Source: an optimization exercise on an open RTL-to-GDS flow (aim: small area and a short achievable clock period). Production flows keep margins and buffers that such runs may drop.

==> module matrix_ctrl, before the edit <==
module matrix_ctrl (
    input  logic            clk,
    input  logic            rstn,
    input  mcu_pkg::inst_t  inst,
    input  logic            inst_valid,
    input  mcu_pkg::data_t  mem_rd_data_0,
    input  mcu_pkg::data_t  mem_rd_data_1,
    input  mcu_pkg::data_t  mem_rd_data_2,
    input  mcu_pkg::data_t  mem_rd_data_3,
    output mcu_pkg::addr_t  mem_addr_0,
    output mcu_pkg::addr_t  mem_addr_1,
    output mcu_pkg::addr_t  mem_addr_2,
    output mcu_pkg::addr_t  mem_addr_3,
    output logic            mem_wr_en_0,
    output logic            mem_wr_en_1,
    output logic            mem_wr_en_2,
    output logic            mem_wr_en_3,
    output mcu_pkg::data_t  a_data,
    output mcu_pkg::data_t  b_data,
    output mcu_pkg::data_t  c_data,
    output logic            macs_en,
    output logic            macs_signal,
    output logic            finish
);
    localparam logic [3:0] S_IDLE  = 4'd0,
                           S_FETCH = 4'd1,
                           S_D0    = 4'd2,
                           S_D1    = 4'd3,
                           S_D2    = 4'd4,
                           S_D3    = 4'd5,
                           S_D4    = 4'd6,
                           S_D5    = 4'd7,
                           S_E0    = 4'd8,
                           S_MARK0 = 4'd9,
                           S_MARK1 = 4'd10,
                           S_MAC0  = 4'd11,
                           S_MAC1  = 4'd12,
                           S_WEN   = 4'd13,
                           S_DONE  = 4'd14;
    logic [3:0]  state, next_state;
    logic [11:0] a_q, b_q, c_q;           
    logic [3:0]  a_n, b_n, c_n;           
    logic [13:0] s1, s2, s3;              
    logic [11:0] idx;                     
    logic        is_mac;                  
    logic [10:0] cnt;                     
    logic        msig;
    wire st_fetch = (state == S_FETCH);
    wire st_d0    = (state == S_D0);
    wire st_d1    = (state == S_D1);
    wire st_d2    = (state == S_D2);
    wire st_d3    = (state == S_D3);
    wire st_d5    = (state == S_D5);
    wire st_idle  = (state == S_IDLE);
    wire st_mac   = (state == S_MAC0) | (state == S_MAC1);
    wire st_wen   = (state == S_WEN);
    wire last     = (cnt == 11'd1);
    always_comb begin
        case (state)
            S_IDLE:  next_state = S_FETCH;
            S_FETCH: next_state = inst_valid ? S_D0 : S_FETCH;
            S_D0:    next_state = S_D1;
            S_D1:    next_state = S_D2;
            S_D2:    next_state = S_D3;
            S_D3:    next_state = S_D4;
            S_D4:    next_state = S_D5;
            S_D5:    next_state = S_E0;
            S_E0:    next_state = is_mac ? S_MARK0 : S_DONE;
            S_MARK0: next_state = S_MARK1;
            S_MARK1: next_state = S_MAC0;
            S_MAC0:  next_state = S_MAC1;
            S_MAC1:  next_state = S_WEN;
            S_WEN:   next_state = last ? S_DONE : S_MARK1;
            default: next_state = S_IDLE;
        endcase
    end
    always_ff @(posedge clk or negedge rstn) begin
        if (!rstn) begin
            state <= S_IDLE;
            msig  <= 1'b0;
            a_q   <= '0;
            b_q   <= '0;
            c_q   <= '0;
            a_n   <= 4'b1110;
            b_n   <= 4'b1110;
            c_n   <= 4'b1110;
        end else begin
            state <= next_state;
            if (st_idle) msig <= 1'b0;
            else if (st_fetch && inst_valid) msig <= (inst[27:25] == 3'b100) & inst[12];
            if (st_d5) begin
                a_q  <= s3[11:0];
                b_q  <= s2[11:0];
                c_q  <= s1[11:0];
                a_n  <= ~(4'b0001 << s3[13:12]);
                b_n  <= ~(4'b0001 << s2[13:12]);
                c_n  <= ~(4'b0001 << s1[13:12]);
            end else begin
                if (st_mac) begin
                    a_q <= a_q + 1'b1;
                    b_q <= b_q + 1'b1;
                end
                if (st_wen) c_q <= c_q + 1'b1;
            end
        end
    end
    always_ff @(posedge clk) begin
        s1 <= mem_rd_data_0[13:0];
        s2 <= s1;
        s3 <= s2;
        if (st_fetch) begin
            idx    <= inst[24:13];
            is_mac <= (inst[27:25] == 3'b100);
            cnt    <= {5'd0, inst[11:6]};
        end else if (st_wen) begin
            cnt <= cnt - 1'b1;
        end
    end
    assign macs_signal = msig & ~st_d0;    
    assign macs_en     = st_mac;
    assign finish      = (state == S_DONE);
    wire [3:0] a_oh = ~a_n;
    wire [3:0] b_oh = ~b_n;
    wire [3:0] c_oh = ~c_n;
    assign mem_wr_en_0 = st_wen & c_oh[1];
    assign mem_wr_en_1 = st_wen & c_oh[0];
    assign mem_wr_en_2 = st_wen & c_oh[3];
    assign mem_wr_en_3 = st_wen & c_oh[2];
    wire c_hi = c_oh[2] | c_oh[3];
    logic [11:0] port_addr [4];
    always_comb begin
        for (int p = 0; p < 4; p++) begin
            if (c_hi == p[1])   port_addr[p] = c_q;
            else if (b_oh[p])   port_addr[p] = b_q;
            else if (a_oh[p])   port_addr[p] = a_q;
            else                port_addr[p] = 12'd0;
        end
    end
    wire table_en = st_d1 | st_d2 | st_d3;
    wire [3:0] table_idx = st_d1 ? idx[11:8] : st_d2 ? idx[7:4] : idx[3:0];
    assign mem_addr_0 = table_en ? {8'd0, table_idx} : port_addr[0];
    assign mem_addr_1 = port_addr[1];
    assign mem_addr_2 = port_addr[2];
    assign mem_addr_3 = port_addr[3];
    assign a_data = (mem_rd_data_0 | {64{a_n[0]}}) & (mem_rd_data_1 | {64{a_n[1]}}) &
                    (mem_rd_data_2 | {64{a_n[2]}}) & (mem_rd_data_3 | {64{a_n[3]}});
    assign b_data = (mem_rd_data_0 | {64{b_n[0]}}) & (mem_rd_data_1 | {64{b_n[1]}}) &
                    (mem_rd_data_2 | {64{b_n[2]}}) & (mem_rd_data_3 | {64{b_n[3]}});
    assign c_data = (mem_rd_data_0 | {64{c_n[0]}}) & (mem_rd_data_1 | {64{c_n[1]}}) &
                    (mem_rd_data_2 | {64{c_n[2]}}) & (mem_rd_data_3 | {64{c_n[3]}});
endmodule
clock: 3.5 ns
lec_check: 0
cap_margin: 20
core_margin: 2
core_utilization: 40
place_density: 0.6
setup_slack_margin: 0.0
slew_margin: 20
standard.sh (not shown) runs the stock make flow with config.mk's settings and CLKGATE_MAP_FILE= SYNTH_SCRIPT=/design/flow/synth_recipe.tcl, a recipe that flattens the netlist after the stock synthesis.
==> flow/flow/run.sh <==
#!/bin/bash
# Standard layout, with the port buffers made of buf_1 cells instead of the
# delay buffers buffer_ports picks by default.
export BUFFER_PORTS_ARGS="-buffer_cell sky130_fd_sc_hd__buf_1"
bash standard.sh > standard.log 2>&1
Edit:
--- a/flow/design.v
+++ b/flow/design.v
@@ -54,10 +54,10 @@
                            S_DONE  = 4'd14;
     logic [3:0]  state, next_state;
     logic [11:0] a_q, b_q, c_q;           
-    logic [3:0]  a_n, b_n, c_n;           
+    logic [3:0]  a_oh, b_oh, c_oh;        
     logic [13:0] s1, s2, s3;              
     logic [11:0] idx;                     
-    logic        is_mac;                  
+    logic        is_mac, sign_q;          
     logic [10:0] cnt;                     
     logic        msig;
     wire st_fetch = (state == S_FETCH);
@@ -96,20 +96,20 @@
             a_q   <= '0;
             b_q   <= '0;
             c_q   <= '0;
-            a_n   <= 4'b1110;
-            b_n   <= 4'b1110;
-            c_n   <= 4'b1110;
+            a_oh  <= 4'b0001;
+            b_oh  <= 4'b0001;
+            c_oh  <= 4'b0001;
         end else begin
             state <= next_state;
             if (st_idle) msig <= 1'b0;
-            else if (st_fetch && inst_valid) msig <= (inst[27:25] == 3'b100) & inst[12];
+            else if (st_d0) msig <= is_mac & sign_q;
             if (st_d5) begin
                 a_q  <= s3[11:0];
                 b_q  <= s2[11:0];
                 c_q  <= s1[11:0];
-                a_n  <= ~(4'b0001 << s3[13:12]);
-                b_n  <= ~(4'b0001 << s2[13:12]);
-                c_n  <= ~(4'b0001 << s1[13:12]);
+                a_oh <= 4'b0001 << s3[13:12];
+                b_oh <= 4'b0001 << s2[13:12];
+                c_oh <= 4'b0001 << s1[13:12];
             end else begin
                 if (st_mac) begin
                     a_q <= a_q + 1'b1;
@@ -126,17 +126,15 @@
         if (st_fetch) begin
             idx    <= inst[24:13];
             is_mac <= (inst[27:25] == 3'b100);
+            sign_q <= inst[12];
             cnt    <= {5'd0, inst[11:6]};
         end else if (st_wen) begin
             cnt <= cnt - 1'b1;
         end
     end
-    assign macs_signal = msig & ~st_d0;    
+    assign macs_signal = msig;
     assign macs_en     = st_mac;
     assign finish      = (state == S_DONE);
-    wire [3:0] a_oh = ~a_n;
-    wire [3:0] b_oh = ~b_n;
-    wire [3:0] c_oh = ~c_n;
     assign mem_wr_en_0 = st_wen & c_oh[1];
     assign mem_wr_en_1 = st_wen & c_oh[0];
     assign mem_wr_en_2 = st_wen & c_oh[3];
@@ -157,10 +155,15 @@
     assign mem_addr_1 = port_addr[1];
     assign mem_addr_2 = port_addr[2];
     assign mem_addr_3 = port_addr[3];
-    assign a_data = (mem_rd_data_0 | {64{a_n[0]}}) & (mem_rd_data_1 | {64{a_n[1]}}) &
-                    (mem_rd_data_2 | {64{a_n[2]}}) & (mem_rd_data_3 | {64{a_n[3]}});
-    assign b_data = (mem_rd_data_0 | {64{b_n[0]}}) & (mem_rd_data_1 | {64{b_n[1]}}) &
-                    (mem_rd_data_2 | {64{b_n[2]}}) & (mem_rd_data_3 | {64{b_n[3]}});
-    assign c_data = (mem_rd_data_0 | {64{c_n[0]}}) & (mem_rd_data_1 | {64{c_n[1]}}) &
-                    (mem_rd_data_2 | {64{c_n[2]}}) & (mem_rd_data_3 | {64{c_n[3]}});
+    always_comb begin
+        a_data = '0;
+        b_data = '0;
+        c_data = '0;
+        a_data = ({64{a_oh[0]}} & mem_rd_data_0) | ({64{a_oh[1]}} & mem_rd_data_1) |
+                 ({64{a_oh[2]}} & mem_rd_data_2) | ({64{a_oh[3]}} & mem_rd_data_3);
+        b_data = ({64{b_oh[0]}} & mem_rd_data_0) | ({64{b_oh[1]}} & mem_rd_data_1) |
+                 ({64{b_oh[2]}} & mem_rd_data_2) | ({64{b_oh[3]}} & mem_rd_data_3);
+        c_data = ({64{c_oh[0]}} & mem_rd_data_0) | ({64{c_oh[1]}} & mem_rd_data_1) |
+                 ({64{c_oh[2]}} & mem_rd_data_2) | ({64{c_oh[3]}} & mem_rd_data_3);
+    end
 endmodule
Synthesized cell count barely changes.
Routed wire length shrinks by 3.9%.
Critical path depth grows by 2.
Setup slack is worse by 0.054 ns.
Design area grows by about 2%.
No run of this note included a check of the RTL's function; only the layout flow was run.

==> separate check: timing with driven ports <==
How much do the figures lean on ideal ports? The routed layouts below were timed once more, with nothing changed but the port constraints. Step 1 assumes that a clkbuf_16 drives the clock port and a buf_2 every other input. Step 2, shift: input delay + t, output delay - t, t = (earliest + latest rising clock arrival at the registers) / 2. This alone moves slack from input paths to output paths. a / b / c = no drivers / after step 1 / after step 2; a / b = the first two.
run | t, ns | setup slack, ns | hold WS [ns] | slew at the worst register clock pin (ns) | pins driven straight from the clock port
the first run | 0.466 | 0.379 / 0.335 / 0.800 | 0.348 / 0.348 / 0.348 | 0.06 / 0.06 | 1
the second run | 0.466 | 0.325 / 0.278 / 0.743 | 0.292 / 0.270 / 0.350 | 0.06 / 0.06 | 1
After both steps setup and hold are still met in every run listed.
